What follows belongs to an exercise in optimizing a design on an open flow for small area, a short achievable clock period and few clock cycles per item; a production flow would make more cautious choices. In this exercise RTL edits were held to simulation tests only and were not proved equivalent to the original. Power is estimated from default activity; no workload was simulated.

==> flow/design.v <==
package ksrq_pkg;
    localparam int CAPACITY_DEFAULT  = 16;
    localparam int KEY_WIDTH_DEFAULT = 32;
    localparam logic [1:0] CMD_INSERT = 2'd0;
    localparam logic [1:0] CMD_ERASE  = 2'd1;
    localparam logic [1:0] CMD_TEST   = 2'd2;
    localparam logic [1:0] CMD_SELECT = 2'd3;
endpackage
module key_set_with_rank_query (
    input  logic        aclk,
    input  logic        aresetn,
    input  logic        s_valid,
    output logic        s_ready,
    input  logic [1:0]  s_command,
    input  logic [31:0] s_key,
    input  logic [3:0]  s_rank,
    output logic        m_valid,
    input  logic        m_ready,
    output logic        m_success,
    output logic [31:0] m_selected_key,
    output logic [4:0]  m_item_count,
    output logic        m_table_full
);
    localparam int N  = 16;
    localparam int W  = 32;
    localparam int RW = 1 + 1 + 5 + W;  
    logic [W-1:0] key_q [N];
    logic [3:0]   rank_q [N];
    logic [N-1:0] val_q;
    logic [4:0]   cnt_q;
    logic         i_v;
    logic [1:0]   i_cmd;
    logic [W-1:0] i_key;
    logic [3:0]   i_rank;
    logic         x_v;
    logic [1:0]   x_cmd;
    logic [W-1:0] x_key;
    logic [3:0]   x_rank;
    logic [N-1:0] x_gt, x_eq;
    logic         x_pgt, x_peq;
    logic [N-1:0] la_new;
    logic [N-1:0] pend_q;
    logic [3:0]   pend_rank_q;
    logic          r0_v, r1_v;
    logic [RW-1:0] r0_d, r1_d;
    logic          go_q;        
    logic          c_v;
    logic [6:0]    c_res;
    logic [N-1:0]  c_hit;
    logic          s_ready_q;   
    logic [N-1:0] a_gt, a_eq;
    logic         a_pgt, a_peq;
    function automatic logic [3:0] popcount(input logic [N-1:0] v);
        logic [N-1:0] t;
        logic a, b;
        t = v;
        for (int p = 1; p < N; p = p * 2) begin
            for (int k = p; k >= 1; k = k / 2) begin
                for (int j = k % p; j + k < N; j = j + 2 * k) begin
                    for (int i = 0; i < k; i++) begin
                        if (i + j + k < N && ((i + j) / (p * 2)) == ((i + j + k) / (p * 2))) begin
                            a = t[i+j];
                            b = t[i+j+k];
                            t[i+j]   = a | b;
                            t[i+j+k] = a & b;
                        end
                    end
                end
            end
        end
        popcount[3] = t[7];
        popcount[2] = (t[3] & ~t[7]) | t[11];
        popcount[1] = (t[1] & ~t[3]) | (t[5] & ~t[7]) | (t[9] & ~t[11]) | t[13];
        popcount[0] = ^v;
    endfunction
    always_comb begin
        for (int i = 0; i < N; i++) begin
            a_gt[i] = key_q[i] > i_key;
            a_eq[i] = key_q[i] == i_key;
        end
        a_pgt = x_key > i_key;
        a_peq = x_key == i_key;
    end
    logic [N-1:0] gt_c, eq_c, lt_v, gt_v, free, we, fill, rk_hit;
    logic [3:0]   rank_b [N];
    logic         exec, found, full, ins, era, sel_ok, up_pre, dn_pre;
    logic [4:0]   cnt_n;
    logic [3:0]   rank_new;
    logic [W-1:0] sel_key;
    logic [6:0]   b_res;
    logic [N-1:0] b_hit;
    logic [RW-1:0] res;
    always_comb begin
        for (int i = 0; i < N; i++) begin
            gt_c[i] = la_new[i] ? x_pgt : x_gt[i];
            eq_c[i] = la_new[i] ? x_peq : x_eq[i];
        end
        exec   = x_v && go_q;
        found  = |(val_q & eq_c);
        full   = cnt_q[4];
        up_pre = exec && x_cmd == ksrq_pkg::CMD_INSERT && !full;
        dn_pre = exec && x_cmd == ksrq_pkg::CMD_ERASE;
        ins    = up_pre && !found;
        era    = exec && x_cmd == ksrq_pkg::CMD_ERASE && found;
        sel_ok = x_cmd == ksrq_pkg::CMD_SELECT && {1'b0, x_rank} < cnt_q;
        gt_v = val_q & gt_c;
        lt_v = val_q & ~gt_c & ~eq_c;
        free = ~val_q;
        for (int i = 0; i < N; i++) begin
            we[i]   = exec && x_cmd == ksrq_pkg::CMD_INSERT && free[i] &&
                      (i == 0 || !(|(free & ((N)'(1 << i) - 1'b1))));
            fill[i] = we[i] && !found;
        end
        rank_new = popcount(lt_v);
        for (int i = 0; i < N; i++) begin
            rank_b[i] = pend_q[i] ? pend_rank_q : rank_q[i];
            rk_hit[i] = val_q[i] && rank_b[i] == x_rank;
        end
        cnt_n = ins ? cnt_q + 5'd1 : era ? cnt_q - 5'd1 : cnt_q;
        b_res[6]   = ins || era || (x_cmd == ksrq_pkg::CMD_TEST && found) || sel_ok;
        b_res[5]   = x_cmd == ksrq_pkg::CMD_INSERT && !found && full;
        b_res[4:0] = cnt_n;
        b_hit      = (x_cmd == ksrq_pkg::CMD_SELECT) ? rk_hit : '0;
    end
    always_comb begin
        sel_key = '0;
        for (int i = 0; i < N; i++) begin
            sel_key = sel_key | ({W{c_hit[i]}} & key_q[i]);
        end
        res = {c_res, sel_key};
    end
    always_ff @(posedge aclk) begin
        if (exec) begin
            c_res <= b_res;
            c_hit <= b_hit;
        end
    end
    always_ff @(posedge aclk) begin
        pend_rank_q <= rank_new;
        for (int i = 0; i < N; i++) begin
            if (we[i]) begin
                key_q[i] <= x_key;
            end
            if (found) begin
                rank_q[i] <= (dn_pre && gt_v[i]) ? rank_b[i] - 4'd1 : rank_b[i];
            end else begin
                rank_q[i] <= (up_pre && gt_v[i]) ? rank_b[i] + 4'd1 : rank_b[i];
            end
        end
    end
    logic take, c_move, x_free;
    logic r0_vn, r1_vn, c_vn, i_vn, x_vn, go_n;
    always_comb begin
        take   = r0_v && m_ready;
        c_move = c_v && (!r1_v || take);
        x_free = !x_v || go_q;
        if (take) begin
            r0_vn = r1_v || c_move;
            r1_vn = r1_v && c_move;
        end else begin
            r0_vn = r0_v || c_move;
            r1_vn = r1_v || (r0_v && c_move);
        end
        c_vn = exec || (c_v && !c_move);
        go_n = !c_vn || !(r0_vn && r1_vn);
        i_vn = s_ready_q ? s_valid : i_v;
        x_vn = x_free ? i_v : x_v;
    end
    assign s_ready        = s_ready_q;
    assign m_valid        = r0_v;
    assign m_success      = r0_d[RW-1];
    assign m_table_full   = r0_d[RW-2];
    assign m_item_count   = r0_d[W+4:W];
    assign m_selected_key = r0_d[W-1:0];
    always_ff @(posedge aclk) begin
        if (take) begin
            r0_d <= r1_v ? r1_d : res;
        end else if (!r0_v) begin
            r0_d <= res;
        end
        if (take || !r1_v) begin
            r1_d <= res;
        end
    end
    always_ff @(posedge aclk) begin
        if (!i_v || x_free) begin   
            i_cmd  <= s_command;
            i_key  <= s_key;
            i_rank <= s_rank;
        end
        if (x_free) begin
            x_cmd  <= i_cmd;
            x_key  <= i_key;
            x_rank <= i_rank;
            x_gt   <= a_gt;
            x_eq   <= a_eq;
            x_pgt  <= a_pgt;
            x_peq  <= a_peq;
        end else begin
            x_gt   <= gt_c;
            x_eq   <= eq_c;
        end
    end
    always_ff @(posedge aclk) begin
        if (!aresetn) begin
            i_v       <= 1'b0;
            x_v       <= 1'b0;
            val_q     <= '0;
            cnt_q     <= '0;
            la_new    <= '0;
            pend_q    <= '0;
            r0_v      <= 1'b0;
            r1_v      <= 1'b0;
            c_v       <= 1'b0;
            go_q      <= 1'b1;
            s_ready_q <= 1'b1;
        end else begin
            i_v <= i_vn;
            x_v <= x_vn;
            for (int i = 0; i < N; i++) begin
                if (fill[i]) begin
                    val_q[i] <= 1'b1;
                end else if (era && eq_c[i]) begin
                    val_q[i] <= 1'b0;
                end
            end
            cnt_q     <= cnt_n;
            la_new    <= we;
            pend_q    <= we;
            r0_v      <= r0_vn;
            r1_v      <= r1_vn;
            c_v       <= c_vn;
            go_q      <= go_n;
            s_ready_q <= !i_vn || !x_vn || go_n;
        end
    end
endmodule
==> flow/config.mk <==
export PLATFORM = sky130hd
export DESIGN_NAME = key_set_with_rank_query
export DESIGN_NICKNAME = key_set_with_rank_query
export VERILOG_FILES = /design/flow/design.v
export SDC_FILE = /design/flow/constraint.sdc
export NUM_CORES = 4
export LEC_CHECK = 0
export CAP_MARGIN = 20
export CORE_MARGIN = 2
export CORE_UTILIZATION = 50
export SETUP_SLACK_MARGIN = 3.6
export SLEW_MARGIN = 20
export TNS_END_PERCENT = 50
==> flow/constraint.sdc <==
create_clock -name core_clock -period 6.5 [get_ports {aclk}]
set_input_delay 1.3000 -clock core_clock [delete_from_list [all_inputs] [get_ports {aclk}]]
set_output_delay 1.3000 -clock core_clock [all_outputs]
set_load 0.01 [all_outputs]
standard.sh (not shown) runs the stock make flow with config.mk's settings and CLKGATE_MAP_FILE= SYNTH_SCRIPT=/design/flow/synth_recipe.tcl, a recipe that flattens the netlist after the stock synthesis.
==> flow/flow/run.sh <==
#!/bin/bash
# The standard layout, with plain buffers (instead of the default delay cells)
# on the input and output ports. Every port still gets its own buffer.
set -euo pipefail
export BUFFER_PORTS_ARGS="-buffer_cell sky130_fd_sc_hd__buf_2"
bash standard.sh > standard.log 2>&1
Testbench counts at the start, summed over its fixed seeds: cycles 4,832, ops 4,800.
==> next run, changes <==
==> flow/run.sh (new file) <==
#!/bin/bash
# synth_recipe.tcl (not shown) runs the flow's synth.tcl, then flattens the netlist and writes it again
# the make line also repeats each setting of config.mk as NAME=value (left out here)
make -C /OpenROAD-flow-scripts/flow DESIGN_CONFIG=/design/flow/config.mk WORK_HOME=/design/flow/orfs CLKGATE_MAP_FILE= SYNTH_SCRIPT=/design/flow/synth_recipe.tcl finish
- CORE_UTILIZATION: 50 -> 45
- SETUP_SLACK_MARGIN: 3.6 -> 3.5
- TNS_END_PERCENT: 50 -> 10
removed: flow/flow/run.sh
removed: flow/standard.sh
The changed run finished clean.
Clock-buffer cell count is higher by 11.
Cell count is higher by 2.3%.
Fmax is lower by 0.44%.
Global-route usage is lower by 4.5 points.
Synthesized cell count stays the same.
Setup slack gets worse by 0.014 ns.
Total power is higher by 1.2%.
Routed wire length is lower by 3.3%.
==> next run, changes <==
==> flow/flow/run.sh (new file) <==
#!/bin/bash
# The standard layout, with plain buffers (instead of the default delay cells)
# on the input and output ports. Every port still gets its own buffer.
set -euo pipefail
export BUFFER_PORTS_ARGS="-buffer_cell sky130_fd_sc_hd__buf_2"
bash standard.sh > standard.log 2>&1
==> flow/standard.sh (new file) <==
#!/bin/bash
# synth_recipe.tcl (not shown) runs the flow's synth.tcl, then flattens the netlist and writes it again
# the make line also repeats each setting of config.mk as NAME=value (left out here)
make -C /OpenROAD-flow-scripts/flow DESIGN_CONFIG=/design/flow/config.mk WORK_HOME=/design/flow/orfs CLKGATE_MAP_FILE= SYNTH_SCRIPT=/design/flow/synth_recipe.tcl "${@:-finish}"
- SETUP_SLACK_MARGIN: 3.5 -> 3.7
- TNS_END_PERCENT: 10 -> 100
removed: flow/run.sh
What happened: Clock-buffer cell count drops by 10; wire length drops slightly; flip-flop and latch count does not change; hold slack hardly moves.
==> next run, changes <==
- SETUP_SLACK_MARGIN: 3.7 -> 3.5
Setup slack gets worse by 0.046 ns.
Utilization went down by 0.43 points.
Die area stays the same.
Routed wire length went up by 2.8%.
Power went up by 2.3%.

## static timing again, ports no longer ideal
Ports are ideal in the flow. The routed layouts listed here were re-timed in OpenROAD.
Step 1 (the two cells are an assumption about what drives the block):
set clk [get_ports {aclk}]
set_driving_cell -lib_cell sky130_fd_sc_hd__clkbuf_16 $clk
set_driving_cell -lib_cell sky130_fd_sc_hd__buf_2 [delete_from_list [all_inputs] $clk]
Step 2 also shifts input and output timing later by t, the mid clock arrival at the registers, as if the neighbouring blocks saw the same clock.
Three values: ideal ports, drivers, drivers and shift; two values: the first two.
run	t, ns	slack for setup (ns)	hold WS [ns]	worst data-port slew with drivers (ns)	pins driven straight from the clock port
the first run	0.739	3.411 / 3.411 / 3.411	0.420 / 0.420 / 0.420	0.04	1
the second run	0.737	3.398 / 3.328 / 3.033	0.417 / 0.417 / 0.417	0.04	1
the third run	0.753	3.486 / 3.486 / 3.408	0.417 / 0.417 / 0.417	0.04	1
the fourth run	0.761	3.440 / 3.440 / 3.440	0.420 / 0.420 / 0.420	0.05	1
After both steps setup and hold are still met in every run listed. The setup slack of the second run, which loses most, moves by -0.070 ns with the drivers and by -0.365 ns with both steps.
